What follows belongs to an exercise in optimizing a design on an open flow for small area; a production flow would make more cautious choices.
RTL that was checked went through simulation tests only; none was proved equivalent to the original.
Only the layout flow was run in run 1; the RTL was not checked for function there.

--- constraint.sdc ---
create_clock -name core_clock -period 10.0 [get_ports {clk_i}]
set_input_delay 2.0000 -clock core_clock [delete_from_list [all_inputs] [get_ports {clk_i}]]
set_output_delay 2.0000 -clock core_clock [all_outputs]
set_load 0.01 [all_outputs]
--- design.v ---
package ssf_pkg;
  localparam int unsigned PKT_LEN = 14;
  localparam logic [7:0]  HDR0    = 8'hAA;
  localparam logic [7:0]  HDR1    = 8'hBB;
  localparam logic [31:0] GAIN_HIGH_RST = 32'd818241123;
  localparam logic [31:0] GAIN_MID_RST  = 32'd314988190;
  localparam logic [31:0] GAIN_LOW_RST  = 32'd135601952;
  localparam logic [27:0] OFF_HIGH_RST  = 28'd90706372;
  localparam logic [27:0] OFF_MID_RST   = 28'd87672737;
  localparam logic [27:0] OFF_LOW_RST   = 28'd81147724;
  localparam logic [15:0] PERIOD_RST    = 16'd100;
  localparam logic [15:0] WINDOW_RST    = 16'd1000;
  localparam logic [31:0] GNRM_HIGH_RST = 32'hC315798C;   
  localparam logic [31:0] GNRM_MID_RST  = 32'h9632B4F0;   
  localparam logic [31:0] GNRM_LOW_RST  = 32'h8151F200;   
  localparam logic [4:0]  GLZ_HIGH_RST  = 5'd2;
  localparam logic [4:0]  GLZ_MID_RST   = 5'd3;
  localparam logic [4:0]  GLZ_LOW_RST   = 5'd4;
endpackage
module ssf_front (
  input  logic        clk_i,
  input  logic        rst_ni,
  input  logic        acc_i,
  input  logic        first_i,
  input  logic [63:0] now_i,
  input  logic [8:0]  cnt_i,
  input  logic        ok_i,
  input  logic [15:0] per_i,
  input  logic [15:0] win_i,
  input  logic        start_i,
  output logic        pend_o,
  output logic [63:0] stamp_o
);
  logic [63:0] s_q, s_d;
  logic [63:0] d, e;
  logic        nb, b, lo_ok, over, resync;
  ssf_add #(64) u_diff (.a(now_i), .b(~s_q), .ci(1'b1), .s(d), .co(nb));
  assign b = !nb;
  assign e = b ? ~d : d;
  ssf_add #(16) u_win (.a(win_i), .b(~e[15:0]), .ci(nb), .s(), .co(lo_ok));
  assign over   = (e[63:16] != '0) || !lo_ok;
  assign resync = first_i && ((s_q == '0) || over);
  logic [25:0] op [11];
  logic [25:0] l1 [8], l2 [6], l3 [4], l4 [3], ys, yc, y;
  function automatic logic [25:0] maj(input logic [25:0] x0, input logic [25:0] x1,
                                      input logic [25:0] x2);
    logic [25:0] m;
    m = (x0 & x1) | (x0 & x2) | (x1 & x2);
    maj = {m[24:0], 1'b0};
  endfunction
  always_comb begin
    for (int i = 0; i < 8; i++) begin
      op[i] = (cnt_i[i] && !cnt_i[8]) ? (26'(per_i) << i) : '0;
    end
    op[8]  = cnt_i[8] ? (26'(per_i) << 8) : '0;
    op[9]  = ~{2'b00, now_i[23:0]};
    op[10] = ok_i ? '1 : ~{10'b0, per_i};
    for (int k = 0; k < 3; k++) begin
      l1[2*k]   = op[3*k] ^ op[3*k+1] ^ op[3*k+2];
      l1[2*k+1] = maj(op[3*k], op[3*k+1], op[3*k+2]);
    end
    l1[6] = op[9];
    l1[7] = op[10];
    for (int k = 0; k < 2; k++) begin
      l2[2*k]   = l1[3*k] ^ l1[3*k+1] ^ l1[3*k+2];
      l2[2*k+1] = maj(l1[3*k], l1[3*k+1], l1[3*k+2]);
    end
    l2[4] = l1[6];
    l2[5] = l1[7];
    for (int k = 0; k < 2; k++) begin
      l3[2*k]   = l2[3*k] ^ l2[3*k+1] ^ l2[3*k+2];
      l3[2*k+1] = maj(l2[3*k], l2[3*k+1], l2[3*k+2]);
    end
    l4[0] = l3[0] ^ l3[1] ^ l3[2];
    l4[1] = maj(l3[0], l3[1], l3[2]);
    l4[2] = l3[3];
    ys = l4[0] ^ l4[1] ^ l4[2];
    yc = maj(l4[0], l4[1], l4[2]);
  end
  logic [25:0] v;
  logic [39:0] base_h;
  logic        up, dn;
  ssf_add #(26) u_y (.a(ys), .b(yc), .ci(1'b1), .s(y), .co());
  assign v = ~y;
  logic [40:0] all1, all0;
  always_comb begin
    dn = v[25];
    up = !v[25] && v[24];
    all1[0] = 1'b1;
    all0[0] = 1'b1;
    for (int i = 0; i < 40; i++) begin
      all1[i+1] = all1[i] && now_i[24+i];
      all0[i+1] = all0[i] && !now_i[24+i];
      base_h[i] = now_i[24+i] ^ ((up && all1[i]) || (dn && all0[i]));
    end
  end
  logic [63:0] s_inc;
  logic        step;
  assign step = (acc_i && !ok_i) || start_i;
  ssf_add #(64) u_inc (.a(s_q), .b({48'b0, step ? per_i : 16'b0}), .ci(1'b0), .s(s_inc),
                       .co());
  assign s_d = (acc_i && resync) ? {base_h, v[23:0]} : s_inc;
  always_ff @(posedge clk_i or negedge rst_ni) begin
    if (!rst_ni) begin
      s_q    <= '0;
      pend_o <= 1'b0;
    end else begin
      s_q <= s_d;
      if (acc_i && ok_i) begin
        pend_o <= 1'b1;
      end else if (start_i) begin
        pend_o <= 1'b0;
      end
    end
  end
  assign stamp_o = s_q;
endmodule
module ssf_add #(
  parameter int N = 8
) (
  input  logic [N-1:0] a,
  input  logic [N-1:0] b,
  input  logic         ci,
  output logic [N-1:0] s,
  output logic         co
);
  logic [N:0] g, p, g0, p0;
  always_comb begin
    g[0] = ci;
    p[0] = 1'b0;
    for (int i = 0; i < N; i++) begin
      g[i+1] = a[i] & b[i];
      p[i+1] = a[i] ^ b[i];
    end
    g0 = g;
    p0 = p;
    for (int d = 1; d <= N; d = d * 2) begin
      for (int i = 2 * d - 1; i <= N; i = i + 2 * d) begin
        g[i] = g[i] | (p[i] & g[i-d]);
        p[i] = p[i] & p[i-d];
      end
    end
    for (int d = 1 << $clog2(N + 1); d >= 1; d = d / 2) begin
      for (int i = 3 * d - 1; i <= N; i = i + 2 * d) begin
        g[i] = g[i] | (p[i] & g[i-d]);
        p[i] = p[i] & p[i-d];
      end
    end
    for (int i = 0; i < N; i++) begin
      s[i] = p0[i+1] ^ g[i];
    end
    co = g[N];
  end
endmodule
module ssf_norm (
  input  logic [31:0] d_i,
  output logic [31:0] n_o,
  output logic [4:0]  lz_o
);
  logic [31:0] s16, s8, s4, s2;
  always_comb begin
    lz_o[4] = (d_i[31:16] == '0);
    s16     = lz_o[4] ? {d_i[15:0], 16'b0} : d_i;
    lz_o[3] = (s16[31:24] == '0);
    s8      = lz_o[3] ? {s16[23:0], 8'b0} : s16;
    lz_o[2] = (s8[31:28] == '0);
    s4      = lz_o[2] ? {s8[27:0], 4'b0} : s8;
    lz_o[1] = (s4[31:30] == '0);
    s2      = lz_o[1] ? {s4[29:0], 2'b0} : s4;
    lz_o[0] = !s2[31];
    n_o     = lz_o[0] ? {s2[30:0], 1'b0} : s2;
  end
endmodule
module ssf_float (
  input  logic        clk_i,
  input  logic        rst_ni,
  input  logic        load_i,
  input  logic [11:0] mv_i,
  input  logic [1:0]  mode_i,
  input  logic [95:0] gn_i,
  input  logic [14:0] glz_i,
  input  logic [83:0] off_i,
  input  logic        f_free_i,
  output logic        free_o,
  output logic        f_wr_o,
  output logic [31:0] f_o
);
  localparam logic [2:0] PH_IDLE = 3'd0;
  localparam logic [2:0] PH_PREP = 3'd1;
  localparam logic [2:0] PH_MUL  = 3'd2;
  localparam logic [2:0] PH_DIV  = 3'd3;
  localparam logic [2:0] PH_DONE = 3'd4;
  logic [2:0]  ph_q;
  logic [11:0] mv_q;
  logic [2:0]  dc_q;
  logic [31:0] acc_q;
  logic [27:0] x_q;
  logic        l1_q, stk_q;
  logic [6:0]  rem_q;
  logic [1:0]  r_q;
  logic        sgn_q, zero_q;
  logic [7:0]  e0_q;
  logic [1:0]  r;
  logic [27:0] off, mag;
  logic [11:0] hp, hn;
  logic        cp, cn, neg, olnz, gtop;
  logic [15:0] oln;
  logic [4:0]  pd;
  logic [1:0]  sh;
  logic [27:0] xl;
  logic [4:0]  lz;
  always_comb begin
    r    = (mode_i == 2'd3) ? 2'd2 : mode_i;
    case (r_q)
      2'd0:    begin off = off_i[27:0];  lz = glz_i[4:0];   gtop = gn_i[31]; end
      2'd1:    begin off = off_i[55:28]; lz = glz_i[9:5];   gtop = gn_i[63]; end
      default: begin off = off_i[83:56]; lz = glz_i[14:10]; gtop = gn_i[95]; end
    endcase
    olnz = (off[15:0] != '0);
  end
  ssf_add #(16) u_oln (.a(~off[15:0]), .b(16'b0), .ci(1'b1), .s(oln), .co());
  ssf_add #(12) u_hp (.a(mv_q), .b(~off[27:16]), .ci(!olnz), .s(hp), .co(cp));
  ssf_add #(12) u_hn (.a(off[27:16]), .b(~mv_q), .ci(1'b1), .s(hn), .co(cn));
  always_comb begin
    neg = !cp;
    mag = neg ? {hn, off[15:0]} : {hp, oln};
    pd  = '0;
    for (int i = 0; i < 28; i++) begin
      if (mag[i]) pd = 5'(i);
    end
    sh  = ~pd[1:0];
    case (sh)
      2'd0:    xl = mag;
      2'd1:    xl = {mag[26:0], 1'b0};
      2'd2:    xl = {mag[25:0], 2'b0};
      default: xl = {mag[24:0], 3'b0};
    endcase
  end
  logic [31:0] g;
  logic [35:0] r0, r1, r2, r3, c1s, c1c, c2s, c2c, c3s, c3c, sum;
  logic        mul_last;
  always_comb begin
    case (r_q)
      2'd0:    g = gn_i[31:0];
      2'd1:    g = gn_i[63:32];
      default: g = gn_i[95:64];
    endcase
    r0  = x_q[0] ? {4'b0, g} : '0;
    r1  = x_q[1] ? {3'b0, g, 1'b0} : '0;
    r2  = x_q[2] ? {2'b0, g, 2'b0} : '0;
    r3  = x_q[3] ? {1'b0, g, 3'b0} : '0;
    c1s = {4'b0, acc_q} ^ r0 ^ r1;
    c1c = (({4'b0, acc_q} & r0) | ({4'b0, acc_q} & r1) | (r0 & r1)) << 1;
    c2s = c1s ^ c1c ^ r2;
    c2c = ((c1s & c1c) | (c1s & r2) | (c1c & r2)) << 1;
    c3s = c2s ^ c2c ^ r3;
    c3c = ((c2s & c2c) | (c2s & r3) | (c2c & r3)) << 1;
    mul_last = (x_q[27:4] == '0);
  end
  ssf_add #(36) u_mul (.a(c3s), .b(c3c), .ci(1'b0), .s(sum), .co());
  logic        dfirst;
  logic [6:0]  rin;
  logic [5:0]  din, q6;
  logic [6:0]  rr;
  logic [8:0]  t;
  always_comb begin
    dfirst = (dc_q == 3'd0);
    rin    = dfirst ? {1'b0, acc_q[31:26]} : rem_q;
    din    = dfirst ? acc_q[25:20] : acc_q[29:24];
    rr     = rin;
    for (int i = 5; i >= 0; i--) begin
      t     = {1'b0, rr, din[i]} + 9'd131;
      q6[i] = t[8];
      rr    = t[8] ? t[6:0] : {rr[5:0], din[i]};
    end
  end
  logic [29:0] qv;
  logic [23:0] mant;
  logic        guard, sticky, up;
  logic [24:0] mr, mc;
  logic [1:0]  lq;
  logic [7:0]  ex;
  always_comb begin
    qv = acc_q[29:0];
    if (qv[29]) begin
      lq = 2'd2; mant = qv[29:6]; guard = qv[5]; sticky = |qv[4:0];
    end else if (qv[28]) begin
      lq = 2'd1; mant = qv[28:5]; guard = qv[4]; sticky = |qv[3:0];
    end else begin
      lq = 2'd0; mant = qv[27:4]; guard = qv[3]; sticky = |qv[2:0];
    end
    sticky = sticky || (rem_q != '0) || stk_q;
    up     = guard && (sticky || mant[0]);
    mc[0]  = up;
    for (int i = 0; i < 24; i++) begin
      mr[i]   = mant[i] ^ mc[i];
      mc[i+1] = mant[i] && mc[i];
    end
    mr[24] = mc[24];
    ex     = e0_q + {6'b0, lq} + {7'b0, mr[24]};
    f_o    = zero_q ? '0 : {sgn_q, ex, mr[22:0]};
  end
  assign free_o = (ph_q == PH_IDLE) || ((ph_q == PH_DONE) && f_free_i);
  assign f_wr_o = (ph_q == PH_DONE) && f_free_i;
  always_ff @(posedge clk_i or negedge rst_ni) begin
    if (!rst_ni) begin
      ph_q <= PH_IDLE;
      dc_q <= '0;
    end else begin
      if (load_i) begin
        ph_q <= PH_PREP;
        dc_q <= '0;
      end else begin
        case (ph_q)
          PH_PREP: ph_q <= PH_MUL;
          PH_MUL: if (mul_last) ph_q <= PH_DIV;
          PH_DIV: begin
            dc_q <= dc_q + 1'b1;
            if (dc_q == 3'd4) ph_q <= PH_DONE;
          end
          PH_DONE: if (f_free_i) ph_q <= PH_IDLE;
          default: ;
        endcase
      end
    end
  end
  always_ff @(posedge clk_i) begin
    if (load_i) begin
      mv_q   <= mv_i;
      r_q    <= r;
    end else if (ph_q == PH_PREP) begin
      acc_q  <= '0;
      x_q    <= xl;
      l1_q   <= 1'b0;
      stk_q  <= 1'b0;
      sgn_q  <= neg;
      zero_q <= (mag == '0) || !gtop;
      e0_q   <= 8'd108 + 8'(pd) - 8'(lz);
    end else if (ph_q == PH_MUL) begin
      acc_q <= sum[35:4];
      x_q   <= x_q >> 4;
      l1_q  <= sum[3];
      stk_q <= stk_q || l1_q || (sum[2:0] != '0);
    end else if (ph_q == PH_DIV) begin
      rem_q <= rr;
      if (dfirst) begin
        acc_q[29:0] <= {acc_q[19:0], l1_q, 3'b000, q6};
      end else begin
        acc_q[29:0] <= {acc_q[23:0], q6};
      end
    end
  end
endmodule
module ssf_serial (
  input  logic        clk_i,
  input  logic        rst_ni,
  input  logic        pend_i,
  input  logic [63:0] stamp_i,
  output logic        start_o,
  input  logic        f_wr_i,
  input  logic [31:0] f_i,
  output logic        f_free_o,
  input  logic        pop_i,
  output logic        empty_o,
  output logic [7:0]  byte_o,
  output logic        last_o
);
  logic        act_q, fv_q;
  logic [3:0]  idx_q;
  logic [63:0] t_q;
  logic [31:0] f_q;
  logic        fwait, take, last;
  logic [111:0] bytes;
  assign last     = (idx_q == 4'd13);
  assign fwait    = !fv_q && (idx_q >= 4'd2) && (idx_q <= 4'd5);
  assign empty_o  = !act_q || fwait;
  assign take     = pop_i && !empty_o;
  assign start_o  = pend_i && (!act_q || (take && last));
  assign f_free_o = !fv_q;
  assign last_o   = last;
  assign bytes  = {t_q, f_q, ssf_pkg::HDR1, ssf_pkg::HDR0};
  assign byte_o = bytes[8*idx_q +: 8];
  always_ff @(posedge clk_i or negedge rst_ni) begin
    if (!rst_ni) begin
      act_q <= 1'b0;
      fv_q  <= 1'b0;
      idx_q <= '0;
    end else begin
      if (start_o) begin
        act_q <= 1'b1;
        idx_q <= '0;
      end else if (take) begin
        if (last) begin
          act_q <= 1'b0;
        end
        idx_q <= idx_q + 1'b1;
      end
      if (f_wr_i) begin
        fv_q <= 1'b1;
      end else if (take && (idx_q == 4'd5)) begin
        fv_q <= 1'b0;
      end
    end
  end
  always_ff @(posedge clk_i) begin
    if (start_o) begin
      t_q <= stamp_i;
    end
    if (f_wr_i) begin
      f_q <= f_i;
    end
  end
endmodule
module scope_sample_framer (
  input  logic        clk_i,
  input  logic        rst_ni,
  input  logic        push,
  output logic        full,
  input  logic        first_of_chunk_i,
  input  logic [63:0] current_time_us_i,
  input  logic [8:0]  chunk_samples_i,
  input  logic [1:0]  gain_mode_i,
  input  logic        channel_ok_i,
  input  logic [11:0] calibrated_mv_i,
  output logic        empty,
  input  logic        pop,
  output logic [7:0]  out_byte_o,
  output logic        last_of_packet_o,
  input  logic        cfg_we_i,
  input  logic [2:0]  cfg_idx_i,
  input  logic [31:0] cfg_wdata_i
);
  logic [95:0] gn_q;
  logic [14:0] glz_q;
  logic [83:0] off_q;
  logic [15:0] per_q, win_q;
  logic [31:0] wn;
  logic [4:0]  wlz;
  logic        pend, eng_free, accept, m_accept, start;
  logic [63:0] stamp;
  logic        f_free, f_wr;
  logic [31:0] fbits;
  ssf_norm u_norm (
    .d_i  (cfg_wdata_i),
    .n_o  (wn),
    .lz_o (wlz)
  );
  always_ff @(posedge clk_i) begin
    if (!rst_ni) begin
      gn_q[31:0]   <= ssf_pkg::GNRM_HIGH_RST;
      gn_q[63:32]  <= ssf_pkg::GNRM_MID_RST;
      gn_q[95:64]  <= ssf_pkg::GNRM_LOW_RST;
      glz_q[4:0]   <= ssf_pkg::GLZ_HIGH_RST;
      glz_q[9:5]   <= ssf_pkg::GLZ_MID_RST;
      glz_q[14:10] <= ssf_pkg::GLZ_LOW_RST;
      off_q[27:0]  <= ssf_pkg::OFF_HIGH_RST;
      off_q[55:28] <= ssf_pkg::OFF_MID_RST;
      off_q[83:56] <= ssf_pkg::OFF_LOW_RST;
      per_q        <= ssf_pkg::PERIOD_RST;
      win_q        <= ssf_pkg::WINDOW_RST;
    end else if (cfg_we_i) begin
      case (cfg_idx_i)
        3'd0: begin gn_q[31:0] <= wn; glz_q[4:0] <= wlz; end
        3'd1: begin gn_q[63:32] <= wn; glz_q[9:5] <= wlz; end
        3'd2: begin gn_q[95:64] <= wn; glz_q[14:10] <= wlz; end
        3'd3: off_q[27:0]  <= cfg_wdata_i[27:0];
        3'd4: off_q[55:28] <= cfg_wdata_i[27:0];
        3'd5: off_q[83:56] <= cfg_wdata_i[27:0];
        3'd6: per_q        <= cfg_wdata_i[15:0];
        default: win_q     <= cfg_wdata_i[15:0];
      endcase
    end
  end
  assign full     = pend || !eng_free;
  assign accept   = push && !full;
  assign m_accept = accept && channel_ok_i;
  ssf_front u_front (
    .clk_i   (clk_i),
    .rst_ni  (rst_ni),
    .acc_i   (accept),
    .first_i (first_of_chunk_i),
    .now_i   (current_time_us_i),
    .cnt_i   (chunk_samples_i),
    .ok_i    (channel_ok_i),
    .per_i   (per_q),
    .win_i   (win_q),
    .start_i (start),
    .pend_o  (pend),
    .stamp_o (stamp)
  );
  ssf_float u_float (
    .clk_i    (clk_i),
    .rst_ni   (rst_ni),
    .load_i   (m_accept),
    .mv_i     (calibrated_mv_i),
    .mode_i   (gain_mode_i),
    .gn_i     (gn_q),
    .glz_i    (glz_q),
    .off_i    (off_q),
    .f_free_i (f_free),
    .free_o   (eng_free),
    .f_wr_o   (f_wr),
    .f_o      (fbits)
  );
  ssf_serial u_serial (
    .clk_i    (clk_i),
    .rst_ni   (rst_ni),
    .pend_i   (pend),
    .stamp_i  (stamp),
    .start_o  (start),
    .f_wr_i   (f_wr),
    .f_i      (fbits),
    .f_free_o (f_free),
    .pop_i    (pop),
    .empty_o  (empty),
    .byte_o   (out_byte_o),
    .last_o   (last_of_packet_o)
  );
endmodule
--- config.mk ---
export PLATFORM = sky130hd
export DESIGN_NAME = scope_sample_framer
export DESIGN_NICKNAME = scope_sample_framer
export VERILOG_FILES = /design/flow/design.v
export SDC_FILE = /design/flow/constraint.sdc
export NUM_CORES = 4
export LEC_CHECK = 0
export ABC_AREA = 1
export CAP_MARGIN = 20
export CORE_MARGIN = 2
export CORE_UTILIZATION = 65
export CTS_BUF_LIST = sky130_fd_sc_hd__clkbuf_8
export CTS_CLUSTER_DIAMETER = 60
export CTS_CLUSTER_SIZE = 16
export SLEW_MARGIN = 20
--- run.sh ---
#!/bin/bash
# synth_recipe.tcl (not shown) runs the flow's synth.tcl, then flattens the netlist and writes it again
# the make line also repeats each setting of config.mk as NAME=value (left out here)
make -C /OpenROAD-flow-scripts/flow DESIGN_CONFIG=/design/flow/config.mk WORK_HOME=/design/flow/orfs CLKGATE_MAP_FILE= SYNTH_SCRIPT=/design/flow/synth_recipe.tcl finish
==> impl_results.md, run 1 <==
* Max cap viols at 0
* Die W at 259.5 µm
* Total clock sinks at 493
* Crit share post-route at 92.84%
* Initial core utilization at 65.84%
* CP max stage cell: clkdlybuf4s50_1
* Core ar. at 64460 µm²
* Multiplexer share of the synthesized area at 0.1415%
* Top cell by count, worst path: a21oi_1
* Relative slew slack at 28.05%
* RSZ-0062 raised after global routing: no
* Synth Area in Adders at 23.10%
* Nets at 6330
* Gr ovfl total at 0
* Root buf cell: clkbuf_8
* Critical path type: in2reg
* Syn Area/Cell at 7.642 µm²
* First-pass GRT wire length at 194.8 mm
* GPL Wtd Cong at 0.9937
* Yosys warnings at 15
* Post-synthesis instance area at 42440 µm²
* Slowest stage delay, CP at 500 ps
* Async set or reset register ratio after synthesis at 15.62%
* Synthesis-stage register bit count at 493
* Post-synth cell types at 61
* Final Max Slew Viols at 0
* TritonCTS clock tree: yes
* Vias in the first global route at 36.07k
* WL final at 122.9 mm
* Die height at 259.5 µm
* PortBufs at 139
* Crit start category: primary input
* Pre-Repair DR Iteration Count at 6
* Final Setup Violations at 0
* CP max FO at 101
* Post-synthesis compound-gate area fraction at 14.18%
* Die ar. at 67360 µm²
* Syn Inst Count at 5554
* Setup TNS at 0 ps
* Fmax at 107.7 MHz
* Share of post-route cells with drive strength above 1 at 4.749%
* Post-Synth Simple-Gate Area at 20.44%
* Largest family of logic cells by synthesized area: adder cells
* Util after Layout at 71.05%
* Vias at 37.24k
* Worst-Margin Slew at 1078 ps
* Register area share after synthesis at 28.62%
* Synth Flop Type: dfxtp_1
* DRC violations left at 0
* Clk Latency, worst-skew pair at 700 ps
* Status: no timing/DRC/antenna violations
* DR iter-0 viols at 3324
* CTS buffer count at 49
* Worst EP arrival at 9870 ps
* Endpoints failing hold at 0
* Reg clk slew, reported paths at 100 ps
* CP required at 10590 ps
* GRT Overall Usage at 36.86%
* Syn Nets at 6280
* EDFF count, synth at 189
* Post-DR wirelength/cell at 18.91 µm
* Bufs on Longest Clock Path at 3
* Initial antenna violation count at 1
* Final HPWL DP at 94.45 mm
* Htree depth at 2
* Tmin final at 9284 ps
* Fill count at 5467
* Via/cell ratio at 5.729
* CP Capture Type: flop
* Hold Path Class: reg2reg
* Skew final at 36.99 ps
* I/O Pins at 140
* Pin count of the biggest net entering global routing at 112
* Cell Rows at 93
* Antenna-violating nets left at 0
* Synth Area in XOR/XNOR at 2.910%
* Layout area overhead at 7.915%
state kept, by name, summed over array words and instances, names as in the netlist, 12 cells and up:
| name | flops |
|---|---|
| glz_q | 15 |
| gn_q | 96 |
| off_q | 84 |
| per_q | 16 |
| u_float.acc_q | 32 |
| u_float.mv_q | 12 |
| u_float.x_q | 28 |
| u_front.s_q | 64 |
| u_serial.f_q | 32 |
| u_serial.t_q | 64 |
| win_q | 16 |
synthesized netlist by cell type, types with 8 or more instances:
library cell / number / area (µm²)
nor2_2: 8 / 50.05
clkbuf_1: 195 / 732.0
and3_1: 17 / 106.4
o22ai_1: 51 / 319.1
nand4_1: 52 / 325.3
nor2_1: 646 / 2425
inv_1: 962 / 3611
o21a_1: 50 / 375.4
edfxtp_1: 189 / 5675
a31oi_1: 23 / 143.9
o21bai_1: 12 / 90.09
ha_1: 286 / 3578
nand3_1: 174 / 870.8
nand3b_1: 9 / 67.56
or2_2: 13 / 81.33
buf_1: 14 / 52.55
o31ai_1: 9 / 67.56
nor4_1: 42 / 262.8
clkinv_1: 11 / 41.29
inv_2: 8 / 30.03
a21oi_1: 280 / 1401
nand2_4: 10 / 112.6
o211ai_1: 51 / 382.9
xnor2_1: 45 / 394.1
dfxtp_1: 227 / 4544
o21ai_1: 15 / 75.07
xor2_1: 96 / 840.8
nand2_2: 27 / 168.9
o21ai_0: 517 / 2587
nor2_4: 8 / 90.09
nor3_1: 42 / 210.2
fa_1: 311 / 6226
nand2_1: 975 / 3660
dfrtp_1: 77 / 1927
a21o_1: 20 / 150.1
logic make-up (layout without fill, tap and decap cells):
logic type      Yosys count  count (layout)
other cells               0               2
buf+inv                1195            1284
compound gates         1076            1076
mux                       6               6
simple gates           2046            2046
fa+ha+maj               597             597
xor+xnor                141             141
flops                   493             493
layer usage:
layer  global-route usage (%)  up-vias  share of wire, %
li1                         -    17890                 -
met1                    48.79    17640                41
met2                    60.18     1419                46
met3                    5.907      288               8.1
met4                    15.82        0               4.9
met5                        0        -                 0
cells in the final DEF (no fill, tap or decap), drive strengths merged, types with 13 or more instances in the layout:
cell / Yosys / final
a21o: 20 / 20
o21a: 50 / 50
nor3: 42 / 42
edfxtp: 189 / 189
o211ai: 51 / 51
nand2: 1012 / 1012
nor2: 662 / 662
dfrtp: 77 / 77
o21ai: 538 / 538
a31oi: 23 / 23
xnor2: 45 / 45
nand3: 185 / 185
clkbuf: 195 / 53
fa: 311 / 311
clkdlybuf4s50: 0 / 138
xor2: 96 / 96
ha: 286 / 286
or2: 13 / 13
inv: 970 / 993
nor4: 44 / 44
clkinv: 11 / 21
dfxtp: 227 / 227
nand4: 52 / 52
and3: 17 / 17
a21oi: 281 / 281
o22ai: 51 / 51
buf: 19 / 75
worst paths after layout:
check | from | endpoint | slack, ps | depth (start not counted)
hold / removal | off_q[7]$_SDFFE_PN1P_ | off_q[7]$_SDFFE_PN1P_ | 470 | 2
hold reg to reg | off_q[7]$_SDFFE_PN1P_ | off_q[7]$_SDFFE_PN1P_ | 470 | 2
setup / recovery | current_time_us_i[2] | u_front.s_q[48]$_DFF_PN0_ | 720 | 39
min in group asynchronous | rst_ni | u_front.s_q[19]$_DFF_PN0_ | 1290 | 1
max in group asynchronous | rst_ni | u_front.s_q[6]$_DFF_PN0_ | 7140 | 2
setup reg to reg | u_float.r_q[1]$_SDFFCE_PN1P_ | u_float.x_q[1]$_DFFE_PP_ | 1390 | 46
through the flow:
step / setup slack [ps] / cells / hold slack [ps] / cell area, µm²
4_1_cts: 890.6 / 6498 / 466.5 / 45800
3_3_place_gp: 293.9 / 6407 / 438.5 / 44690
6_report: 716.3 / 6500 / 467.1 / 45800
5_1_grt: 137.2 / 6500 / 486.1 / 45800
3_5_place_dp: 178.0 / 6408 / 442.5 / 44700
2_1_floorplan: 1033 / 5554 / 428.7 / 42440
worst max-delay path, delay by kind of cell:
kind            cells  cell delay, ps
compound gates     16            3540
simple gates       15            1740
buf+inv             4            1290
fa+ha+maj           3            1080
xor+xnor            1             220
cell type report:
class                           instances  area, µm²  area share (%)
Inverter                              981       3682           8.039
Tap cell                              855       1070           2.336
Clock buffer                           53      729.5           1.593
Multi-Input combinational cell       3866      25840           56.41
Sequential cell                       493      12150           26.52
Timing Repair Buffer                  213       1968           4.297
Antenna cell                            2      5.005         0.01093
Clock inverter                         37      365.4          0.7976
what timing repair did:
action / CTS / global route
hold buffers: 0 / 0
endpoints found under the setup margin: 0 / 1
gates resized for setup: 0 / 1
setup buffers: 0 / 0
==> inputs of run 2 (changes only) <==
--- a/design.v
+++ b/design.v
@@ -445,29 +445,29 @@
     .n_o  (wn),
     .lz_o (wlz)
   );
-  always_ff @(posedge clk_i) begin
+  always_ff @(posedge clk_i or negedge rst_ni) begin
     if (!rst_ni) begin
-      gn_q[31:0]   <= ssf_pkg::GNRM_HIGH_RST;
+      gn_q[31:0]  <= ssf_pkg::GNRM_HIGH_RST;
       gn_q[63:32]  <= ssf_pkg::GNRM_MID_RST;
       gn_q[95:64]  <= ssf_pkg::GNRM_LOW_RST;
-      glz_q[4:0]   <= ssf_pkg::GLZ_HIGH_RST;
-      glz_q[9:5]   <= ssf_pkg::GLZ_MID_RST;
+      glz_q[4:0] <= ssf_pkg::GLZ_HIGH_RST;
+      glz_q[9:5] <= ssf_pkg::GLZ_MID_RST;
       glz_q[14:10] <= ssf_pkg::GLZ_LOW_RST;
-      off_q[27:0]  <= ssf_pkg::OFF_HIGH_RST;
+      off_q[27:0] <= ssf_pkg::OFF_HIGH_RST;
       off_q[55:28] <= ssf_pkg::OFF_MID_RST;
       off_q[83:56] <= ssf_pkg::OFF_LOW_RST;
-      per_q        <= ssf_pkg::PERIOD_RST;
-      win_q        <= ssf_pkg::WINDOW_RST;
+      per_q    <= ssf_pkg::PERIOD_RST;
+      win_q    <= ssf_pkg::WINDOW_RST;
     end else if (cfg_we_i) begin
       case (cfg_idx_i)
         3'd0: begin gn_q[31:0] <= wn; glz_q[4:0] <= wlz; end
         3'd1: begin gn_q[63:32] <= wn; glz_q[9:5] <= wlz; end
         3'd2: begin gn_q[95:64] <= wn; glz_q[14:10] <= wlz; end
-        3'd3: off_q[27:0]  <= cfg_wdata_i[27:0];
+        3'd3: off_q[27:0] <= cfg_wdata_i[27:0];
         3'd4: off_q[55:28] <= cfg_wdata_i[27:0];
         3'd5: off_q[83:56] <= cfg_wdata_i[27:0];
-        3'd6: per_q        <= cfg_wdata_i[15:0];
-        default: win_q     <= cfg_wdata_i[15:0];
+        3'd6: per_q    <= cfg_wdata_i[15:0];
+        default: win_q <= cfg_wdata_i[15:0];
       endcase
     end
   end
==> config.mk (replaced) <==
export PLATFORM = sky130hd
export DESIGN_NAME = scope_sample_framer
export DESIGN_NICKNAME = scope_sample_framer
export VERILOG_FILES = /design/flow/design.v
export SDC_FILE = /design/flow/constraint.sdc
export NUM_CORES = 4
export LEC_CHECK = 0
export CAP_MARGIN = 20
export CORE_MARGIN = 2
export CORE_UTILIZATION = 65
export SLEW_MARGIN = 20
==> impl_results.md, run 2 <==
* Relative slew slack at 32.02%
* GRT Overall Usage at 34.08%
* Max cap viols at 0
* Async set or reset register ratio after synthesis at 61.66%
* CP Capture Type: flop
* Sum of buffers and inverters on the critical path at 3
* EDFF count, synth at 189
* Post_cts resized at 0
* Syn Nets at 5407
* Worst path top cell family by delay: compound AO/OA/AOI/OAI gates
* Via/cell ratio at 6.095
* Post-synthesis compound-gate area fraction at 11.80%
* Commonest cells post-synth: 503 x nand2_1, 498 x inv_1, 319 x o21ai_0
* Gr ovfl total at 0
* FF/Latch Area at 13400 µm²
* GPL Wtd Cong at 0.9796
* Hold Path Class: reg2reg
* Die W at 265.0 µm
* Skew final at 46.85 ps
* Synthesis-stage register bit count at 493
* Synth Flop Type: dfrtp_1
* Reg with most FFs: gn_q
* Crit share post-route at 94.56%
* Post-synthesis instance area at 44280 µm²
* Most frequent cells in the layout: 500 x nand2_1, 498 x inv_1, 319 x o21ai_0, 311 x fa_1, 284 x ha_1
* DRC violations left at 0
* Pre-Repair DR Iteration Count at 6
* Syn Inst Count at 4682
* Initial antenna violation count at 1
* Root buf cell: clkbuf_16
* Fmax at 105.8 MHz
* Pin count of the biggest net entering global routing at 144
* Final Max Slew Viols at 0
* Reg clk slew, reported paths at 70 ps
* Multi-input gate area at 28250 µm²
* Final Setup Violations at 0
* Slowest stage delay, CP at 480 ps
* Vias at 34.68k
* Post-Synth Simple-Gate Area at 16.53%
* Status: no timing/DRC/antenna violations
* Share of post-route cells with drive strength above 1 at 10.75%
* Synth area leaders: fa_1 14%, edfxtp_1 13%, dfrtp_1 12%
* Commonest non-fill, non-tap cell in the layout: nand2_1
* I/O Pins at 140
* Smallest hold slack at 478.0 ps
* Register area share after synthesis at 30.25%
* Post-synth cell types at 103
* CTS buffer count at 55
* Top-count cell post-synth: nand2_1
* PortBufs at 139
* Critical path type: in2reg
* Final HPWL DP at 89.86 mm
* DR iter-0 viols at 3058
* Initial core utilization at 65.82%
* RSZ-0062 raised after global routing: no
* WL final at 118.0 mm
* Fill count at 5195
* Tmin final at 9456 ps
* Htree depth at 2
* Multiplexer share of the synthesized area at 9.369%
* Die height at 265.0 µm
* Placed Area at 46870 µm²
* Worst EP arrival at 10020 ps
* Worst-Margin Slew at 1016 ps
* Layout area overhead at 10.21%
* Max reg flops at 96
* CP required at 10570 ps
* Largest family of logic cells by synthesized area: adder cells
* Synth Area in Adders at 22.11%
* CP max stage cell: clkdlybuf4s50_1
* Yosys warnings at 15
* First-pass GRT wire length at 188.7 mm
* Syn Area/Cell at 9.458 µm²
* Antenna-violating nets left at 0
* Area leader, netlist: fa_1
* Core ar. at 67280 µm²
* Crit start category: primary input
* CP max FO at 39
* TritonCTS clock tree: yes
* Bufs on Longest Clock Path at 3
* Die ar. at 70230 µm²
* Nets at 5495
* Clk Latency, worst-skew pair at 640 ps
* Endpoints failing hold at 0
* Synth Area in XOR/XNOR at 3.758%
* Top cell by count, worst path: o21a_1
* Design area at 48810 µm²
* Hold buffer count at cts at 0
* Total clock sinks at 493
* Post-CTS setup buffers at 0
* Diode count at 0
* Vias in the first global route at 34.06k
* Post-DR wirelength/cell at 20.74 µm
* Cell Rows at 95
* Post-synth top area share at 14.06%
* Top Registers: gn_q (96), off_q (84)
## run 2: cell types whose count changed in the layout (fill, tap and decap cells not counted), sizes merged, moves of 107 or more
| cell | previous run | this run |
|---|---|---|
| and2 | 6 | 140 |
| dfrtp | 77 | 213 |
| dfxtp | 227 | 0 |
| inv | 993 | 502 |
| mux2 | 0 | 141 |
| mux2i | 6 | 209 |
| nand2 | 1012 | 504 |
| nand3 | 185 | 78 |
| nor2 | 662 | 229 |
| nor2b | 0 | 168 |
| o21ai | 538 | 328 |
## run 2: kinds of logic after synthesis
family | Yosys count
AND/OR/NAND/NOR | 1464
AO/OA/AOI/OAI | 847
buffers and inverters | 722
adder cells (fa/ha/maj) | 596
flip-flops | 493
multiplexers | 370
XOR/XNOR | 190
## run 2: layout make-up
| type | count | area share, % |
|---|---|---|
| Inverter | 500 | 3.845 |
| Sequential cell | 493 | 27.45 |
| Tap cell | 873 | 2.238 |
| Clock inverter | 30 | 0.7255 |
| Timing Repair Buffer | 253 | 4.773 |
| Clock buffer | 74 | 3.092 |
| Multi-Input combinational cell | 3467 | 57.87 |
## run 2: layer usage
layer,up-vias,track usage (%),share of wire (%)
met5,-,0,0
met4,0,9.406,2.8
met3,208,5.193,7.6
met2,1303,54.32,46
met1,17020,48.89,44
li1,16150,-,-
## run 2: final timing paths
path                            cells after the start  slack, ps                        start                    endpoint
min in group asynchronous                           1       1340                       rst_ni   u_front.s_q[38]$_DFF_PN0_
max in group asynchronous                           3       6770                       rst_ni       off_q[29]$_DFFE_PN0P_
worst max register to register                     37        680  u_float.dc_q[0]$_DFFE_PN0P_  u_float.rem_q[3]$_DFFE_PP_
worst max-delay path                               38        540         current_time_us_i[7]   u_front.s_q[55]$_DFF_PN0_
worst min register to register                      2        480         gn_q[78]$_DFFE_PN1P_        gn_q[78]$_DFFE_PN1P_
worst min-delay path                                2        480         gn_q[78]$_DFFE_PN1P_        gn_q[78]$_DFFE_PN1P_
## run 2: worst min-delay path, cell delays in order (launching register included)
cell	delay, ps
dfstp_2	370
nand2_1	40
o21ai_0	60
## run 2: through the flow
| stage | cells | worst slack (ps) | util, % | TNS (ps) |
|---|---|---|---|---|
| 6_report | 5690 | 544.1 | 72.54 | 0 |
| 4_1_cts | 5688 | 450.7 | 72.43 | 0 |
| 3_5_place_dp | 5584 | -28.94 | 69.67 | -42.87 |
| 5_1_grt | 5690 | 4.012 | 72.54 | 0 |
| 3_3_place_gp | 5584 | 67.16 | 69.67 | 0 |
| 2_1_floorplan | 4682 | 285.7 | - | 0 |
==> inputs of run 3 (changes only) <==
--- a/design.v
+++ b/design.v
@@ -31,15 +31,27 @@
   output logic        pend_o,
   output logic [63:0] stamp_o
 );
-  logic [63:0] s_q, s_d;
-  logic [63:0] d, e;
-  logic        nb, b, lo_ok, over, resync;
-  ssf_add #(64) u_diff (.a(now_i), .b(~s_q), .ci(1'b1), .s(d), .co(nb));
-  assign b = !nb;
-  assign e = b ? ~d : d;
-  ssf_add #(16) u_win (.a(win_i), .b(~e[15:0]), .ci(nb), .s(), .co(lo_ok));
-  assign over   = (e[63:16] != '0) || !lo_ok;
-  assign resync = first_i && ((s_q == '0) || over);
+  logic [63:0] sn_q, sn_d;
+  logic [15:0] dl, el;
+  logic        c16, lo_ok, over, resync, hz, ho, b;
+  logic [63:16] hp, hg, hk;
+  ssf_add #(16) u_diff (.a(now_i[15:0]), .b(sn_q[15:0]), .ci(1'b1), .s(dl), .co(c16));
+  always_comb begin
+    hp = now_i[63:16] ^ sn_q[63:16];
+    hg = now_i[63:16] & sn_q[63:16];
+    hk = now_i[63:16] | sn_q[63:16];
+    hz = (hp[16] == c16) && hk[63];
+    ho = (hp[16] != c16) && !hg[63];
+    for (int i = 17; i < 64; i++) begin
+      hz = hz && (hp[i] == hk[i-1]);
+      ho = ho && (hp[i] != hg[i-1]);
+    end
+    b  = ho;
+    el = b ? ~dl : dl;
+  end
+  ssf_add #(16) u_win (.a(win_i), .b(~el), .ci(!b), .s(), .co(lo_ok));
+  assign over   = !(hz || ho) || !lo_ok;
+  assign resync = first_i && ((sn_q == '1) || over);
   logic [25:0] op [11];
   logic [25:0] l1 [8], l2 [6], l3 [4], l4 [3], ys, yc, y;
   function automatic logic [25:0] maj(input logic [25:0] x0, input logic [25:0] x1,
@@ -78,7 +90,7 @@
     yc = maj(l4[0], l4[1], l4[2]);
   end
   logic [25:0] v;
-  logic [39:0] base_h;
+  logic [39:0] base_hn;
   logic        up, dn;
   ssf_add #(26) u_y (.a(ys), .b(yc), .ci(1'b1), .s(y), .co());
   assign v = ~y;
@@ -91,21 +103,21 @@
     for (int i = 0; i < 40; i++) begin
       all1[i+1] = all1[i] && now_i[24+i];
       all0[i+1] = all0[i] && !now_i[24+i];
-      base_h[i] = now_i[24+i] ^ ((up && all1[i]) || (dn && all0[i]));
+      base_hn[i] = !(now_i[24+i] ^ ((up && all1[i]) || (dn && all0[i])));
     end
   end
-  logic [63:0] s_inc;
+  logic [63:0] sn_dec;
   logic        step;
   assign step = (acc_i && !ok_i) || start_i;
-  ssf_add #(64) u_inc (.a(s_q), .b({48'b0, step ? per_i : 16'b0}), .ci(1'b0), .s(s_inc),
-                       .co());
-  assign s_d = (acc_i && resync) ? {base_h, v[23:0]} : s_inc;
+  ssf_add #(64) u_dec (.a(sn_q), .b({48'hFFFF_FFFF_FFFF, step ? ~per_i : 16'hFFFF}), .ci(1'b1),
+                       .s(sn_dec), .co());
+  assign sn_d = (acc_i && resync) ? {base_hn, y[23:0]} : sn_dec;
   always_ff @(posedge clk_i or negedge rst_ni) begin
     if (!rst_ni) begin
-      s_q    <= '0;
+      sn_q   <= '1;
       pend_o <= 1'b0;
     end else begin
-      s_q <= s_d;
+      sn_q <= sn_d;
       if (acc_i && ok_i) begin
         pend_o <= 1'b1;
       end else if (start_i) begin
@@ -113,7 +125,7 @@
       end
     end
   end
-  assign stamp_o = s_q;
+  assign stamp_o = sn_q;
 endmodule
 module ssf_add #(
   parameter int N = 8
@@ -218,9 +230,25 @@
     endcase
     olnz = (off[15:0] != '0);
   end
-  ssf_add #(16) u_oln (.a(~off[15:0]), .b(16'b0), .ci(1'b1), .s(oln), .co());
-  ssf_add #(12) u_hp (.a(mv_q), .b(~off[27:16]), .ci(!olnz), .s(hp), .co(cp));
-  ssf_add #(12) u_hn (.a(off[27:16]), .b(~mv_q), .ci(1'b1), .s(hn), .co(cn));
+  logic [12:0] chp, chn;
+  logic [16:0] cl;
+  always_comb begin
+    chp[0] = !olnz;
+    chn[0] = 1'b1;
+    for (int i = 0; i < 12; i++) begin
+      hp[i]    = mv_q[i] ^ !off[16+i] ^ chp[i];
+      chp[i+1] = (mv_q[i] & !off[16+i]) | (mv_q[i] & chp[i]) | (!off[16+i] & chp[i]);
+      hn[i]    = off[16+i] ^ !mv_q[i] ^ chn[i];
+      chn[i+1] = (off[16+i] & !mv_q[i]) | (off[16+i] & chn[i]) | (!mv_q[i] & chn[i]);
+    end
+    cp = chp[12];
+    cn = chn[12];
+    cl[0] = 1'b1;
+    for (int i = 0; i < 16; i++) begin
+      oln[i]  = !off[i] ^ cl[i];
+      cl[i+1] = !off[i] && cl[i];
+    end
+  end
   always_comb begin
     neg = !cp;
     mag = neg ? {hn, off[15:0]} : {hp, oln};
@@ -378,7 +406,7 @@
   assign start_o  = pend_i && (!act_q || (take && last));
   assign f_free_o = !fv_q;
   assign last_o   = last;
-  assign bytes  = {t_q, f_q, ssf_pkg::HDR1, ssf_pkg::HDR0};
+  assign bytes  = {~t_q, f_q, ssf_pkg::HDR1, ssf_pkg::HDR0};
   assign byte_o = bytes[8*idx_q +: 8];
   always_ff @(posedge clk_i or negedge rst_ni) begin
     if (!rst_ni) begin
@@ -445,32 +473,35 @@
     .n_o  (wn),
     .lz_o (wlz)
   );
-  always_ff @(posedge clk_i or negedge rst_ni) begin
-    if (!rst_ni) begin
-      gn_q[31:0]  <= ssf_pkg::GNRM_HIGH_RST;
-      gn_q[63:32]  <= ssf_pkg::GNRM_MID_RST;
-      gn_q[95:64]  <= ssf_pkg::GNRM_LOW_RST;
-      glz_q[4:0] <= ssf_pkg::GLZ_HIGH_RST;
-      glz_q[9:5] <= ssf_pkg::GLZ_MID_RST;
-      glz_q[14:10] <= ssf_pkg::GLZ_LOW_RST;
-      off_q[27:0] <= ssf_pkg::OFF_HIGH_RST;
-      off_q[55:28] <= ssf_pkg::OFF_MID_RST;
-      off_q[83:56] <= ssf_pkg::OFF_LOW_RST;
-      per_q    <= ssf_pkg::PERIOD_RST;
-      win_q    <= ssf_pkg::WINDOW_RST;
-    end else if (cfg_we_i) begin
-      case (cfg_idx_i)
-        3'd0: begin gn_q[31:0] <= wn; glz_q[4:0] <= wlz; end
-        3'd1: begin gn_q[63:32] <= wn; glz_q[9:5] <= wlz; end
-        3'd2: begin gn_q[95:64] <= wn; glz_q[14:10] <= wlz; end
-        3'd3: off_q[27:0] <= cfg_wdata_i[27:0];
-        3'd4: off_q[55:28] <= cfg_wdata_i[27:0];
-        3'd5: off_q[83:56] <= cfg_wdata_i[27:0];
-        3'd6: per_q    <= cfg_wdata_i[15:0];
-        default: win_q <= cfg_wdata_i[15:0];
-      endcase
+  logic [7:0]  we;
+  localparam logic [95:0] GN_RST = {ssf_pkg::GNRM_LOW_RST, ssf_pkg::GNRM_MID_RST,
+                                    ssf_pkg::GNRM_HIGH_RST};
+  localparam logic [14:0] GLZ_RST = {ssf_pkg::GLZ_LOW_RST, ssf_pkg::GLZ_MID_RST,
+                                     ssf_pkg::GLZ_HIGH_RST};
+  localparam logic [83:0] OFF_RST = {ssf_pkg::OFF_LOW_RST, ssf_pkg::OFF_MID_RST,
+                                     ssf_pkg::OFF_HIGH_RST};
+  function automatic logic [31:0] force_rst(input logic [31:0] d, input logic [31:0] rv,
+                                            input logic rn);
+    force_rst = rn ? d : rv;
+  endfunction
+  always_comb begin
+    for (int k = 0; k < 8; k++) begin
+      we[k] = !rst_ni || (cfg_we_i && (cfg_idx_i == 3'(k)));
     end
   end
+  always_ff @(posedge clk_i) begin
+    if (we[0]) gn_q[31:0]   <= force_rst(wn, GN_RST[31:0], rst_ni);
+    if (we[1]) gn_q[63:32]  <= force_rst(wn, GN_RST[63:32], rst_ni);
+    if (we[2]) gn_q[95:64]  <= force_rst(wn, GN_RST[95:64], rst_ni);
+    if (we[0]) glz_q[4:0]   <= 5'(force_rst(32'(wlz), 32'(GLZ_RST[4:0]), rst_ni));
+    if (we[1]) glz_q[9:5]   <= 5'(force_rst(32'(wlz), 32'(GLZ_RST[9:5]), rst_ni));
+    if (we[2]) glz_q[14:10] <= 5'(force_rst(32'(wlz), 32'(GLZ_RST[14:10]), rst_ni));
+    if (we[3]) off_q[27:0]  <= 28'(force_rst(cfg_wdata_i, 32'(OFF_RST[27:0]), rst_ni));
+    if (we[4]) off_q[55:28] <= 28'(force_rst(cfg_wdata_i, 32'(OFF_RST[55:28]), rst_ni));
+    if (we[5]) off_q[83:56] <= 28'(force_rst(cfg_wdata_i, 32'(OFF_RST[83:56]), rst_ni));
+    if (we[6]) per_q        <= 16'(force_rst(cfg_wdata_i, 32'(ssf_pkg::PERIOD_RST), rst_ni));
+    if (we[7]) win_q        <= 16'(force_rst(cfg_wdata_i, 32'(ssf_pkg::WINDOW_RST), rst_ni));
+  end
   assign full     = pend || !eng_free;
   assign accept   = push && !full;
   assign m_accept = accept && channel_ok_i;
==> flow/run.sh (new file) <==
#!/bin/bash
# Standard layout, but with the smallest buffer on the ports.
set -e
cp standard.sh standard_copy.txt
cp "$FLOW_CONFIG" config_before.txt
echo 'export BUFFER_PORTS_ARGS = -buffer_cell sky130_fd_sc_hd__buf_1' >> "$FLOW_CONFIG"
bash standard.sh > standard.log 2>&1
==> standard.sh (new file) <==
#!/bin/bash
# synth_recipe.tcl (not shown) runs the flow's synth.tcl, then flattens the netlist and writes it again
# the make line also repeats each setting of config.mk as NAME=value (left out here)
make -C /OpenROAD-flow-scripts/flow DESIGN_CONFIG=/design/flow/config.mk WORK_HOME=/design/flow/orfs CLKGATE_MAP_FILE= SYNTH_SCRIPT=/design/flow/synth_recipe.tcl "${@:-finish}"
--- a/config.mk
+++ b/config.mk
@@ -5,7 +5,12 @@
 export SDC_FILE = /design/flow/constraint.sdc
 export NUM_CORES = 4
 export LEC_CHECK = 0
+export ABC_AREA = 1
 export CAP_MARGIN = 20
 export CORE_MARGIN = 2
 export CORE_UTILIZATION = 65
+export CTS_BUF_LIST = sky130_fd_sc_hd__clkbuf_8
+export CTS_CLUSTER_DIAMETER = 60
+export CTS_CLUSTER_SIZE = 16
 export SLEW_MARGIN = 20
+export BUFFER_PORTS_ARGS = -buffer_cell sky130_fd_sc_hd__buf_1
removed: run.sh
==> impl_results.md, run 3 <==
* Commonest cells post-synth: 919 x inv_1, 827 x nand2_1, 474 x nor2_1
* Die W at 257.8 µm
* Top Registers: gn_q (96), off_q (84)
* Cell Rows at 93
* Post-synthesis instance area at 41860 µm²
* Hold buffer count at cts at 0
* Slowest stage delay, CP at 530 ps
* Reg with most FFs: gn_q
* Clk Latency, worst-skew pair at 690 ps
* Worst path top cell family by delay: adder cells
* GRT Overall Usage at 35.25%
* Hold Path Stages at 2
* Top cell by count, worst path: fa_1
* Commonest non-fill, non-tap cell in the layout: inv_1
* Fmax at 105.7 MHz
* Top-count cell post-synth: inv_1
* TritonCTS clock tree: yes
* Synth Flop Type: edfxtp_1
* Core ar. at 64120 µm²
* Gr ovfl total at 0
* CP required at 10430 ps
* Initial core utilization at 65.29%
* Status: no timing/DRC/antenna violations
* Die ar. at 66440 µm²
* Synth area leaders: edfxtp_1 30%, fa_1 14%, ha_1 9.6%
* Htree depth at 2
* Final Setup Violations at 0
* Pre-Repair DR Iteration Count at 6
* Most frequent cells in the layout: 924 x inv_1, 824 x nand2_1, 467 x nor2_1, 416 x edfxtp_1, 321 x ha_1
* Antenna-violating nets left at 0
* Post-synth cell types at 67
* Util after Layout at 69.51%
* Smallest hold slack at 517.6 ps
* CP max FO at 29
* Relative slew slack at 25.56%
* Max reg flops at 96
* Post-DR wirelength/cell at 19.89 µm
* CP Capture Type: flop
* Met3 usage at 5.006%
* Pre-CTS WS at 127.4 ps
* Syn Inst Count at 4821
* PortBufs at 139
* GR met1 Demand/Resource at 50.12%
* Hold Path Class: reg2reg
* Reg clk slew, reported paths at 100 ps
* Placed Area at 43400 µm²
* Post-synth top area share at 29.84%
* Syn Area/Cell at 8.682 µm²
* Total clock sinks at 493
* Most Crowded Layer GR: met2
* Root buf cell: clkbuf_8
* Critical path type: reg2reg
* Bufs on Longest Clock Path at 3
* Design area at 44560 µm²
* Layout area overhead at 6.466%
* GPL Wtd Cong at 1.030
* Skew final at 53.41 ps
* Nets at 5683
* DR iter-0 viols at 3361
* Crit start category: flop
* Pin count of the biggest net entering global routing at 65
* Final Max Slew Viols at 0
* Max cap viols at 0
* DRC violations left at 0
* First-pass GRT wire length at 182.4 mm
* Sum of buffers and inverters on the critical path at 13
* Async set or reset register ratio after synthesis at 15.62%
* Levels on crit path at 43
* CP max stage cell: edfxtp_1
* Final HPWL DP at 91.82 mm
* EDFF count, synth at 416
* Die height at 257.8 µm
* Worst-Margin Slew at 1115 ps
* Via/cell ratio at 5.769
* I/O Pins at 140
* Synthesis-stage register bit count at 493
* Share of post-route cells with drive strength above 1 at 6.842%
* WL final at 115.9 mm
* PnR worst setup slack at 539.2 ps
* Worst Reg-to-Reg Cells at 43
* Vias in the first global route at 32.97k
* Vias at 33.63k
* Syn Nets at 5569
* Tmin final at 9461 ps
* Yosys warnings at 14
* Crit share post-route at 94.61%
* Worst EP arrival at 9890 ps
* Endpoints failing hold at 0
* M2 GR Usage at 57.09%
* Initial antenna violation count at 4
* CTS buffer count at 46
* Area leader, netlist: edfxtp_1
* Register area share after synthesis at 34.64%
run 3: changes by cell type after synthesis, sizes merged, moves of 64 or more:
cell    previous run  this run
and2             140         4
clkbuf           193       129
dfrtp            213        13
edfxtp           189       416
inv              498       925
mux2             141         0
mux2i            209         4
nand2            504       862
nor2             229       489
nor2b            168         0
o22ai              9        81
run 3: worst paths after layout:
path	startpoint	endpoint	slack, ps
max in group asynchronous	rst_ni	u_float.dc_q[1]$_DFFE_PN0P_	7230
min reg2reg	u_front.pend_o$_DFFE_PN0P_	u_serial.act_q$_DFFE_PN0P_	520
max	u_float.r_q[1]$_SDFFCE_PN1P_	u_float.x_q[14]$_DFFE_PP_	540
min in group asynchronous	rst_ni	u_front.sn_q[16]$_DFF_PN1_	1630
max reg2reg	u_float.r_q[1]$_SDFFCE_PN1P_	u_float.x_q[14]$_DFFE_PP_	540
min	u_front.pend_o$_DFFE_PN0P_	u_serial.act_q$_DFFE_PN0P_	520
run 3: per-layer routing:
metal	routed length, µm	part of all wire (%)
met5	0	0
met4	3187	2.7
met3	10340	8.9
met2	53520	46
met1	48890	42
run 3: what timing repair did:
action                                  in CTS  in global routing
endpoints found under the setup margin       0                 33
buffers inserted                             0                 11
gates resized for setup                      0                 17
run 3: logic make-up (layout without fill, tap and decap cells):
| group | Yosys count | count (layout) | synth area share, % |
|---|---|---|---|
| AND/OR/NAND/NOR | 1708 | 1708 | 17.50 |
| buffers and inverters | 1079 | 1227 | 9.727 |
| AO/OA/AOI/OAI | 779 | 779 | 11.27 |
| adder cells (fa/ha/maj) | 619 | 619 | 23.83 |
| flip-flops | 493 | 493 | 34.64 |
| XOR/XNOR | 139 | 139 | 2.908 |
| multiplexers | 4 | 4 | 0.1255 |
| other | 0 | 5 | 0 |
run 3: metrics by stage:
step,TNS [ps],cells
finish,0,5829
global route,-16.13,5827
CTS,0,5810
detailed placement,0,5728
global placement,0,5728
floorplan,0,4821
run 3: final cells by class:
type	instances	area [µm²]
multi-input cells	3249	23370
fillers	5136	19550
flip-flops and latches	493	14500
inverters	933	3510
repair buffers	211	1120
well taps	855	1070
clock buffers	47	646.9
clock inverters	35	324.1
diodes	5	12.51
repair inverters	1	7.507
run 3: tightest hold or removal path: stages (launching register included):
cell and delay, ps:
dfrtp_1 350, inv_1 80, nand2_1 60
==> inputs of run 4 (changes only) <==
==> run.sh (new file) <==
#!/bin/bash
# synth_recipe.tcl (not shown) runs the flow's synth.tcl, then flattens the netlist and writes it again
# the make line also repeats each setting of config.mk as NAME=value (left out here)
make -C /OpenROAD-flow-scripts/flow DESIGN_CONFIG=/design/flow/config.mk WORK_HOME=/design/flow/orfs CLKGATE_MAP_FILE= SYNTH_SCRIPT=/design/flow/synth_recipe.tcl finish
--- a/config.mk
+++ b/config.mk
@@ -13,4 +13,3 @@
 export CTS_CLUSTER_DIAMETER = 60
 export CTS_CLUSTER_SIZE = 16
 export SLEW_MARGIN = 20
-export BUFFER_PORTS_ARGS = -buffer_cell sky130_fd_sc_hd__buf_1
removed: flow/run.sh
removed: standard.sh
==> impl_results.md, run 4 <==
* Status: no timing/DRC/antenna violations
* Relative slew slack at 31.97%
* FF-to-FF End: u_float.e0_q[5]$_DFFE_PP_
* Top cell by count, worst path: nand2_1
* CP Capture Type: flop
* EDFF count, synth at 416
* Hold Path Class: reg2reg
* Synth Flop Type: edfxtp_1
* Fmax at 106.7 MHz
* First-pass GRT wire length at 182.7 mm
* CP max FO at 16
* Routed wl met3 at 9.644 mm
* Initial antenna violation count at 4
* Smallest hold slack at 507.4 ps
* Top-count cell post-synth: inv_1
* Via/cell ratio at 5.789
* Sink of the worst hold path: u_serial.t_q[17]$_DFFE_PP_
* Worst reg2reg setup slack at 630 ps
* Most frequent cells in the layout: 929 x inv_1, 825 x nand2_1, 466 x nor2_1, 416 x edfxtp_1, 322 x ha_1
* TritonCTS clock tree: yes
* Clk Latency, worst-skew pair at 720 ps
* Skew final at 94.91 ps
* Pre-Repair DR Iteration Count at 9
* Htree depth at 2
* Hold buffer count at cts at 0
* Final HPWL DP at 90.90 mm
* Final Max Slew Viols at 0
* Max cap viols at 0
* Die ar. at 66440 µm²
* Antenna-violating nets left at 0
* DRC violations left at 0
* Pin count of the biggest net entering global routing at 100
* Layout area overhead at 8.728%
* Crit share post-route at 93.73%
* Crit start category: flop
* Setup TNS at 0 ps
* Root buf cell: clkbuf_8
* Endpoints failing hold at 0
* Vias in the first global route at 33.63k
* Commonest cells post-synth: 919 x inv_1, 827 x nand2_1, 474 x nor2_1
* PortBufs at 139
* Post-synthesis instance area at 41860 µm²
* WL final at 115.7 mm
* Core ar. at 64120 µm²
* GRT Overall Usage at 35.12%
* Sum of buffers and inverters on the critical path at 14
* CP required at 10400 ps
* Met2 Routed Length at 53.40 mm
* Vias at 33.79k
* Hold Path Stages at 0
* Reg with most FFs: gn_q
* Tmin final at 9373 ps
* CP Launch Point: u_float.r_q[1]$_SDFFCE_PN1P_
* Gr ovfl total at 0
* Nets at 5694
* CTS buffer count at 47
* PnR worst setup slack at 626.9 ps
* GPL Wtd Cong at 1.045
* Hold wc startpoint: u_front.sn_q[17]$_DFF_PN1_
* Max reg flops at 96
* Synth area leaders: edfxtp_1 30%, fa_1 14%, ha_1 9.6%
* I/O Pins at 140
* M1 WL at 49.23 mm
* Register area share after synthesis at 34.64%
* Non-filler instance count after layout at 5837
* Top Registers: gn_q (96), off_q (84)
* Share of post-route cells with drive strength above 1 at 6.988%
* Reg clk slew, reported paths at 100 ps
* Commonest non-fill, non-tap cell in the layout: inv_1
* Pre-CTS WS at -22.51 ps
* Yosys warnings at 14
* DP Cell Count at 5749
* Fill count at 5143
* Critical path type: reg2reg
* Worst Reg-to-Reg Cells at 62
* Slowest stage delay, CP at 570 ps
* Async set or reset register ratio after synthesis at 15.62%
* Post-synth cell types at 67
* Syn Inst Count at 4821
* Syn Area/Cell at 8.682 µm²
* Final Setup Violations at 0
* Worst-Margin Slew at 1019 ps
* Uppermost layer routed: met5
* Initial core utilization at 65.29%
* Cell Rows at 93
* Synthesis-stage register bit count at 493
* Total clock sinks at 493
* Syn Nets at 5569
* Bufs on Longest Clock Path at 3
* Die height at 257.8 µm
* Post-DR wirelength/cell at 19.82 µm
* DR iter-0 viols at 3401
* Worst path top cell family by delay: adder cells
* CP max stage cell: edfxtp_1
* Area leader, netlist: edfxtp_1
* Post-synth top area share at 29.84%
* Worst EP arrival at 9770 ps
* Die W at 257.8 µm
* Reg2reg start: u_float.r_q[1]$_SDFFCE_PN1P_
==> run 4: worst max path at each step <==
stage                            endpoint  slack, ps  cells past startpoint
2_1_floorplan  u_front.sn_q[62]$_DFF_PN1_        640                     39
3_3_place_gp   u_front.sn_q[62]$_DFF_PN1_        120                     39
3_5_place_dp   u_front.sn_q[62]$_DFF_PN1_        -20                     39
4_1_cts         u_float.e0_q[5]$_DFFE_PP_        490                     65
5_1_grt         u_float.e0_q[5]$_DFFE_PP_        -90                     62
6_report        u_float.e0_q[5]$_DFFE_PP_        630                     62
==> run 4: cells by family after synthesis <==
logic type / Yosys count / synth area share (%)
mux: 4 / 0.1255
simple gates: 1708 / 17.50
flops: 493 / 34.64
fa+ha+maj: 619 / 23.83
compound gates: 779 / 11.27
buf+inv: 1079 / 9.727
xor+xnor: 139 / 2.908
==> run 4: through the flow <==
step                      util [%]  instance area (µm²)
final                        70.98                45510
after detailed placement     69.36                44470
after global placement       69.36                44470
after floorplan                  -                41860
after CTS                    70.86                45430
after global routing         70.98                45510
==> run 4: area by class of cell <==
type	count	area [µm²]	share of cell area, %
Timing Repair Buffer	222	2087	4.586
Multi-Input combinational cell	3249	23390	51.39
Sequential cell	493	14500	31.86
Clock inverter	34	285.3	0.6268
Tap cell	855	1070	2.351
Antenna cell	2	5.005	0.01100
Inverter	933	3502	7.695
Clock buffer	49	674.4	1.482
==> run 4: what timing repair did <==
action / 4_1_cts / 5_1_grt
resized for setup: 0 / 13
buffers inserted: 0 / 2
endpoints found under the setup margin: 0 / 31
==> run 4: worst register-to-register path, delay by kind of cell, from the launching register on <==
family | cells | cell delay, ps
flops | 1 | 570
compound gates | 5 | 510
simple gates | 27 | 2330
fa+ha+maj | 15 | 4160
buf+inv | 14 | 1460
xor+xnor | 1 | 150
==> run 4: layer usage <==
metal | up-vias | global-route usage (%)
met2 | 1369 | 56.95
met4 | 4 | 10.53
met1 | 16290 | 49.39
met3 | 203 | 5.173
li1 | 15920 | -
met5 | - | 0

[port drivers added, routing unchanged]
The flow's constraints put no driver on any port. The routed layouts listed below were extracted and timed again, unchanged, in two steps.
Step 1 (the two cells are an assumption about what drives the block):
set clk [get_ports {clk_i}]
set_driving_cell -lib_cell sky130_fd_sc_hd__clkbuf_16 $clk
set_driving_cell -lib_cell sky130_fd_sc_hd__buf_2 [delete_from_list [all_inputs] $clk]
Step 2 moves the port delays by t, midway between the first and last clock arrival at a register: inputs arrive t later, outputs are due t later. That takes back most of the time a late clock gives input paths.
a / b / c = ideal ports / drivers / drivers and shift; a / b = the first two.
run | t (ns) | slack for setup (ns) | worst setup path after step 2 | latest minus earliest clock arrival (ns)
run 1 | 0.755 | 0.716 / 0.753 / -0.002 | input to register | 0.052 / 0.052
run 2 | 0.682 | 0.544 / 0.590 / -0.092 | input to register | 0.048 / 0.048
run 3 | 0.728 | 0.539 / 0.539 / -0.029 | input to register | 0.055 / 0.055
run 4 | 0.738 | 0.627 / 0.627 / -0.056 | input to register | 0.095 / 0.095
With both steps, setup timing fails in every run listed, where it was met with ideal ports. The setup slack of run 1, which loses most, moves by +0.037 ns with the drivers and by -0.718 ns with both steps.
